From an optimization exercise on the open Yosys and OpenROAD flow, aimed at a short achievable clock period and few clock cycles; shortcuts taken in it are not production practice. Only simulation tests tie the RTL to the original design; equivalence was not proved. No activity file was given, so power comes from the tool's default toggle rates.

==> v8 <==
Design icache_top, start of the top module:
module icache_top
#(
    parameter int sets       = 8,
    parameter int line_words = 4
) (
    input  logic        clk,
    input  logic        nrst,
    input  logic        cpu_req,
    input  logic [31:0] cpu_addr,
    input  logic        flush,
    output logic        cpu_ack,
    output logic        cpu_busy,
    output logic [31:0] cpu_rdata,
    output logic        wb_cyc,
    output logic        wb_stb,
    output logic        wb_we,
    output logic [31:0] wb_adr,
    input  logic [31:0] wb_dat_i,
    input  logic        wb_ack
);
export LEC_CHECK = 0
export ABC_CLOCK_PERIOD_IN_PS = 2500
export CAP_MARGIN = 20
export CORE_MARGIN = 2
export CORE_UTILIZATION = 55
export PLACE_DENSITY = 0.7
export SETUP_SLACK_MARGIN = 4.5
export SLEW_MARGIN = 20
create_clock -name core_clock -period 7.0 [get_ports {clk}]
run.sh (not shown) runs the stock make flow with config.mk's settings and CLKGATE_MAP_FILE= SYNTH_SCRIPT=/design/flow/synth_recipe.tcl, a recipe that flattens the netlist after the stock synthesis.
==> inputs of v31, as changes to v8 <==
--- a/flow/design.v
+++ b/flow/design.v
@@ -55,109 +55,145 @@
     logic [idx_w:0]        f_ent;                    
     logic [line_words-1:0] f_got;                    
     logic                  f_inst;                   
     logic [idx_w+off_w-1:0] rp;                      
     logic [slots-1:0]      rp_oh;                    
-    logic                  rp_way;                   
-    logic [idx_w-1:0]      t_set;
+    logic [tag_w-1:0]      rt0, rt1;                 
+    logic                  rv0, rv1;                 
+    logic                  miss_q;                   
+    logic [idx_w-1:0]      t_set;                    
     logic                  t_way;
     logic [idx_w-1:0]      a_set, r_set, n_set;
-    logic [tag_w-1:0]      a_tag;
-    logic [off_w-1:0]      a_word;
+    logic [tag_w-1:0]      a_tag, f_tag;
+    logic [off_w-1:0]      a_word, r_word;
     logic [idx_w+off_w-1:0] a_idx, a_nxt;
     logic [slots-1:0]      a_oh, a_nxt_oh;
-    logic [ent-1:0]        match;
-    logic                  hit0, hit1, hit, hit_way;
-    logic                  victim;
-    logic                  n_way;                    
+    logic                  at_idx;                   
+    logic                  at_set;                   
+    logic                  h0, h1, hit, hit_way;     
+    logic                  victim;                   
     logic                  look;                     
-    logic                  at_idx;                   
-    logic                  r_hit;                    
-    logic                  to_nxt;                   
-    logic                  rp_fill;                  
+    logic                  fill_here;                
+    logic                  fill_hit;                 
+    logic                  word_now;                 
     logic                  ready;
     logic                  answer;
+    logic                  to_nxt;                   
     logic                  f_end;                    
     logic                  start;
     logic [31:0]           rd0, rd1, rd;
     assign a_set  = cpu_addr[tag_lsb-1:idx_lsb];
     assign a_tag  = cpu_addr[31:tag_lsb];
     assign a_word = cpu_addr[idx_lsb-1:2];
     assign a_idx  = cpu_addr[tag_lsb-1:2];
     assign a_nxt  = a_idx + 1'b1;
+    assign n_set  = a_nxt[idx_w+off_w-1:off_w];
     assign r_set  = rp[idx_w+off_w-1:off_w];
-    assign n_set  = r_set + 1'b1;
+    assign r_word = rp[off_w-1:0];
+    assign f_tag  = f_line[31-idx_lsb:idx_w];
     always_comb
     begin
         a_oh = '0;
         a_oh[a_idx] = 1'b1;
     end
     assign a_nxt_oh = {a_oh[slots-2:0], a_oh[slots-1]};
-    always_comb
-        for (int e = 0; e < ent; e++)
-            match[e] = valid[e] && (tag_mem[e] == a_tag);
-    assign hit0    = match[{a_set, 1'b0}];
-    assign hit1    = match[{a_set, 1'b1}];
-    assign hit     = hit0 | hit1;
-    assign hit_way = ~hit0;                          
-    assign n_way   = ~match[{n_set, 1'b0}];
-    assign victim = !valid[{a_set, 1'b0}] ? 1'b0 :
-                    !valid[{a_set, 1'b1}] ? 1'b1 : lru[a_set];
-    assign look    = cpu_req && !ack_q;
-    assign r_hit   = rp_way ? hit1 : hit0;          
     assign at_idx  = (a_idx == rp);
-    assign rp_fill = f_act && (f_ent == {rp[idx_w+off_w-1:off_w], rp_way}) &&
-                     (f_inst || !f_got[rp[off_w-1:0]]);    
-    assign ready   = !rp_fill || (wb_ack && (f_word == rp[off_w-1:0]));
-    assign answer  = look && at_idx && r_hit && ready;
-    assign to_nxt  = at_idx && ready;
+    assign at_set  = (a_set == r_set);
+    assign h0      = rv0 && (rt0 == a_tag);
+    assign h1      = rv1 && (rt1 == a_tag);
+    assign hit     = h0 | h1;
+    assign hit_way = ~h0;                            
+    assign victim = !rv0 ? 1'b0 : !rv1 ? 1'b1 : lru[r_set];
+    assign look      = cpu_req && !ack_q;
+    assign fill_here = f_act && (f_ent[idx_w:1] == r_set) && (f_inst || !f_got[r_word]);
+    assign fill_hit  = fill_here && (f_ent[0] == hit_way);
+    assign word_now  = wb_ack && (f_word == r_word);   
+    assign ready     = !fill_hit || word_now;
+    assign answer    = look && at_idx && hit && ready;
+    assign to_nxt    = at_idx && (fill_here ? word_now : !miss_q);
     assign f_end  = f_act && wb_ack && (f_cnt == off_w'(line_words - 1));
-    assign start  = look && !hit && (!f_act || f_end);
+    assign start  = look && at_set && !hit && (!f_act || f_end);
     always_comb
     begin
         rd0 = '0;
         rd1 = '0;
         for (int k = 0; k < slots; k++)
         begin
             rd0 |= {32{rp_oh[k]}} & data0[k];
             rd1 |= {32{rp_oh[k]}} & data1[k];
         end
     end
-    assign rd = rp_fill ? wb_dat_i : rp_way ? rd1 : rd0;
+    assign rd = fill_hit ? wb_dat_i : hit_way ? rd1 : rd0;
     always_ff @(posedge clk or negedge nrst)
     begin
         if (!nrst)
         begin
             ack_o  <= 1'b0;
             busy_o <= 1'b0;
+            miss_q <= 1'b0;
         end
         else
         begin
             ack_o  <= answer;
             busy_o <= look || (f_act && !f_end);
+            miss_q <= look && (miss_q || (at_set && !hit));
         end
     end
     always_ff @(posedge clk)
         ack_q <= answer;
     always_ff @(posedge clk)
         rdata_o <= rd;
     always_ff @(posedge clk or negedge nrst)
     begin
         if (!nrst)
         begin
-            rp     <= '0;
-            rp_oh  <= 1;
-            rp_way <= 1'b0;
+            rp    <= '0;
+            rp_oh <= 1;
         end
         else if (look)
         begin
-            rp     <= to_nxt ? a_nxt : a_idx;
-            rp_oh  <= to_nxt ? a_nxt_oh : a_oh;
-            if (to_nxt)
-                rp_way <= (a_word == off_w'(line_words - 1)) ? n_way : rp_way;
-            else
-                rp_way <= hit ? hit_way : victim;
+            rp    <= to_nxt ? a_nxt : a_idx;
+            rp_oh <= to_nxt ? a_nxt_oh : a_oh;
+        end
+    end
+    logic [tag_w-1:0] c_t [3][2];
+    logic             c_v [3][2];
+    logic [idx_w-1:0] c_set [3];
+    assign c_set[0] = a_set;
+    assign c_set[1] = n_set;
+    assign c_set[2] = r_set;
+    always_comb
+        for (int c = 0; c < 3; c++)
+            for (int w = 0; w < 2; w++)
+            begin
+                if (f_inst && (f_ent == {c_set[c], w[0]}))
+                begin
+                    c_t[c][w] = f_tag;
+                    c_v[c][w] = 1'b1;
+                end
+                else
+                begin
+                    c_t[c][w] = tag_mem[{c_set[c], w[0]}];
+                    c_v[c][w] = valid[{c_set[c], w[0]}];
+                end
+            end
+    always_ff @(posedge clk)
+    begin
+        rt0 <= !look ? c_t[2][0] : to_nxt ? c_t[1][0] : c_t[0][0];
+        rt1 <= !look ? c_t[2][1] : to_nxt ? c_t[1][1] : c_t[0][1];
+    end
+    always_ff @(posedge clk or negedge nrst)
+    begin
+        if (!nrst)
+        begin
+            rv0 <= 1'b0;
+            rv1 <= 1'b0;
+        end
+        else
+        begin
+            rv0 <= !flush && (!look ? c_v[2][0] : to_nxt ? c_v[1][0] : c_v[0][0]);
+            rv1 <= !flush && (!look ? c_v[2][1] : to_nxt ? c_v[1][1] : c_v[0][1]);
         end
     end
     always_ff @(posedge clk or negedge nrst)
     begin
         if (!nrst)
@@ -174,11 +210,11 @@
             f_inst <= start;
             cyc_o  <= start || (cyc_o && !f_end);
             stb_o  <= start || (stb_o && !f_end);
             if (start)
                 f_act <= 1'b1;
-            else if (f_act && wb_ack && f_end)
+            else if (f_end)
                 f_act <= 1'b0;
             if (f_inst)
             begin
                 f_got <= '0;
                 f_cnt <= '0;
@@ -194,11 +230,11 @@
     begin
         if (!f_act || f_end)
         begin
             f_line <= cpu_addr[31:idx_lsb];
             f_word <= a_word;
-            f_ent  <= {a_set, victim};
+            f_ent  <= {r_set, victim};               
         end
         else if (wb_ack)
             f_word <= f_word + 1'b1;
     end
     always_ff @(posedge clk)
@@ -219,11 +255,11 @@
         end
     end
     always_ff @(posedge clk)
     begin
         if (f_inst)
-            tag_mem[f_ent] <= f_line[31-idx_lsb:idx_w];
+            tag_mem[f_ent] <= f_tag;
     end
     always_ff @(posedge clk or negedge nrst)
     begin
         if (!nrst)
             valid <= '0;
@@ -234,19 +270,19 @@
     end
     always_ff @(posedge clk or negedge nrst)
     begin
         if (!nrst)
             lru <= '0;
-        else if (ack_q)              
+        else if (ack_q)
             lru[t_set] <= ~t_way;
         else if (f_inst)
             lru[f_ent[idx_w:1]] <= ~f_ent[0];
     end
     always_ff @(posedge clk)
     begin
         t_set <= r_set;
-        t_way <= rp_way;
+        t_way <= hit_way;
     end
     assign cpu_ack   = ack_o;
     assign cpu_busy  = busy_o;
     assign cpu_rdata = rdata_o;
     assign wb_cyc    = cyc_o;
--- a/flow/config.mk
+++ b/flow/config.mk
@@ -6,9 +6,8 @@
 export NUM_CORES = 4
 export LEC_CHECK = 0
 export ABC_CLOCK_PERIOD_IN_PS = 2500
 export CAP_MARGIN = 20
 export CORE_MARGIN = 2
-export CORE_UTILIZATION = 55
-export PLACE_DENSITY = 0.7
+export CORE_UTILIZATION = 40
 export SETUP_SLACK_MARGIN = 4.5
 export SLEW_MARGIN = 20
==> inputs of v9, as changes to v8 <==
--- a/flow/config.mk
+++ b/flow/config.mk
@@ -6,9 +6,8 @@
 export NUM_CORES = 4
 export LEC_CHECK = 0
 export ABC_CLOCK_PERIOD_IN_PS = 2500
 export CAP_MARGIN = 20
 export CORE_MARGIN = 2
-export CORE_UTILIZATION = 55
-export PLACE_DENSITY = 0.7
+export CORE_UTILIZATION = 40
 export SETUP_SLACK_MARGIN = 4.5
 export SLEW_MARGIN = 20
==> results.txt <==
- Power, lowest first: v8, v9, v31.
- Routed wire length: v31 is larger than v9 (15%).
- Between v31 and v9, the lower core utilization is in v31 (gap 0.11 points).
- In v8 the sequential cell count is lower than in v31, by 52.
- Critical path depth: v31 < v9 < v8.
- Global-route usage: v9 < v31 < v8.
- In sequential power, v31 and v9 hardly differ.
- In v9 the final cell count is higher than in v8, by 9.8%.
- The lowest count of clock-buffer cells in the layout belongs to v8, the highest to v31.
- First-iteration DRC count: v8 > v31 > v9.
- Sequential share of layout area: v31 < v9 < v8.
==> figures <==
                                                                                     v8                      v31                       v9
Slowest library cell on the worst path                                           nor2_1                  dfxtp_4                    or4_4
Share of synthesized registers carrying an async set or reset                    0.0282                   0.0284                   0.0282
Number of standard cells after synthesis                                           5376                     6257                     5376
Portion of the post-synthesis area used by sequential elements                    0.802                    0.745                    0.802
Area share of xor/xnor cells in the synthesized design                           0.0380                  0.00714                   0.0380
Post-layout net count                                                              5979                     6797                     6002
Share of the synthesized area in the top cell type                                0.776                    0.711                    0.776
H-tree lvl count                                                                      4                        5                        5
FILL cells                                                                        11.1k                    21.6k                    19.7k
Area occupied by multi-input gates                                          20200 sq um              27700 sq um              19700 sq um
Routability-driven placement congestion ratio                                     0.877                    0.821                    0.802
Routed wire length on met3                                                59600 microns            55800 microns            48600 microns
Status                                                          complete, no violations  complete, no violations  complete, no violations
Reg-to-reg endpoint                                                     ack_o$_DFF_PN0_      rdata_o[11]$_DFF_P_      rdata_o[17]$_DFF_P_
Power attributed to the clock group                                            13300 uW                 14600 uW                 14000 uW
Critical Path Fanout Max                                                              5                        1                       10
Combinational logic power                                                       3930 uW                  5080 uW                  3910 uW
Switching part of the total power                                                 0.256                    0.263                    0.250
Drt pass-1 iters                                                                     10                        8                        7
Final design instance area without fill                                    117000 sq um             128000 sq um             118000 sq um
Flip-flop and latch count after synthesis                                          2620                     2672                     2620
Core region area                                                           176000 sq um             263000 sq um             241000 sq um
Leakage dissipation                                                           0.0376 uW                0.0409 uW                0.0377 uW
Testbench counts of v8, summed over its fixed seeds: cycles 29,932.
Testbench counts of v31, summed over its fixed seeds: cycles 30,115.
Testbench counts of v9, summed over its fixed seeds: cycles 29,932.

[what the ideal ports hide]
In the flow no input, the clock included, has a driving cell. The finished layouts below were timed again as built, in two steps.
Step 1 sets driving cells, clkbuf_16 on the clock port and buf_2 on the other inputs (assumed; they add their load-dependent delay and slew).
Step 2 times the ports against the registers' clock, not the clock port: input delays grow and output delays shrink by t, the midpoint of the rising clock arrivals with the driver on.
Slacks: no drivers / after step 1 / after step 2; pairs: no drivers / after step 1.
| run | t (ns) | slack for setup (ns) | clock arrival spread, ns | pins driven straight from the clock port |
|---|---|---|---|---|
| v8 | 0.982 | 3.888 / 3.919 / 2.937 | 0.082 / 0.082 | 1 |
| v31 | 1.002 | 4.102 / 4.011 / 3.216 | 0.105 / 0.105 | 1 |
| v9 | 0.980 | 4.040 / 4.016 / 3.103 | 0.110 / 0.109 | 1 |
After both steps every run listed still meets setup and hold. The setup slack of v8, which loses most, moves by +0.031 ns with the drivers and by -0.951 ns with both steps.
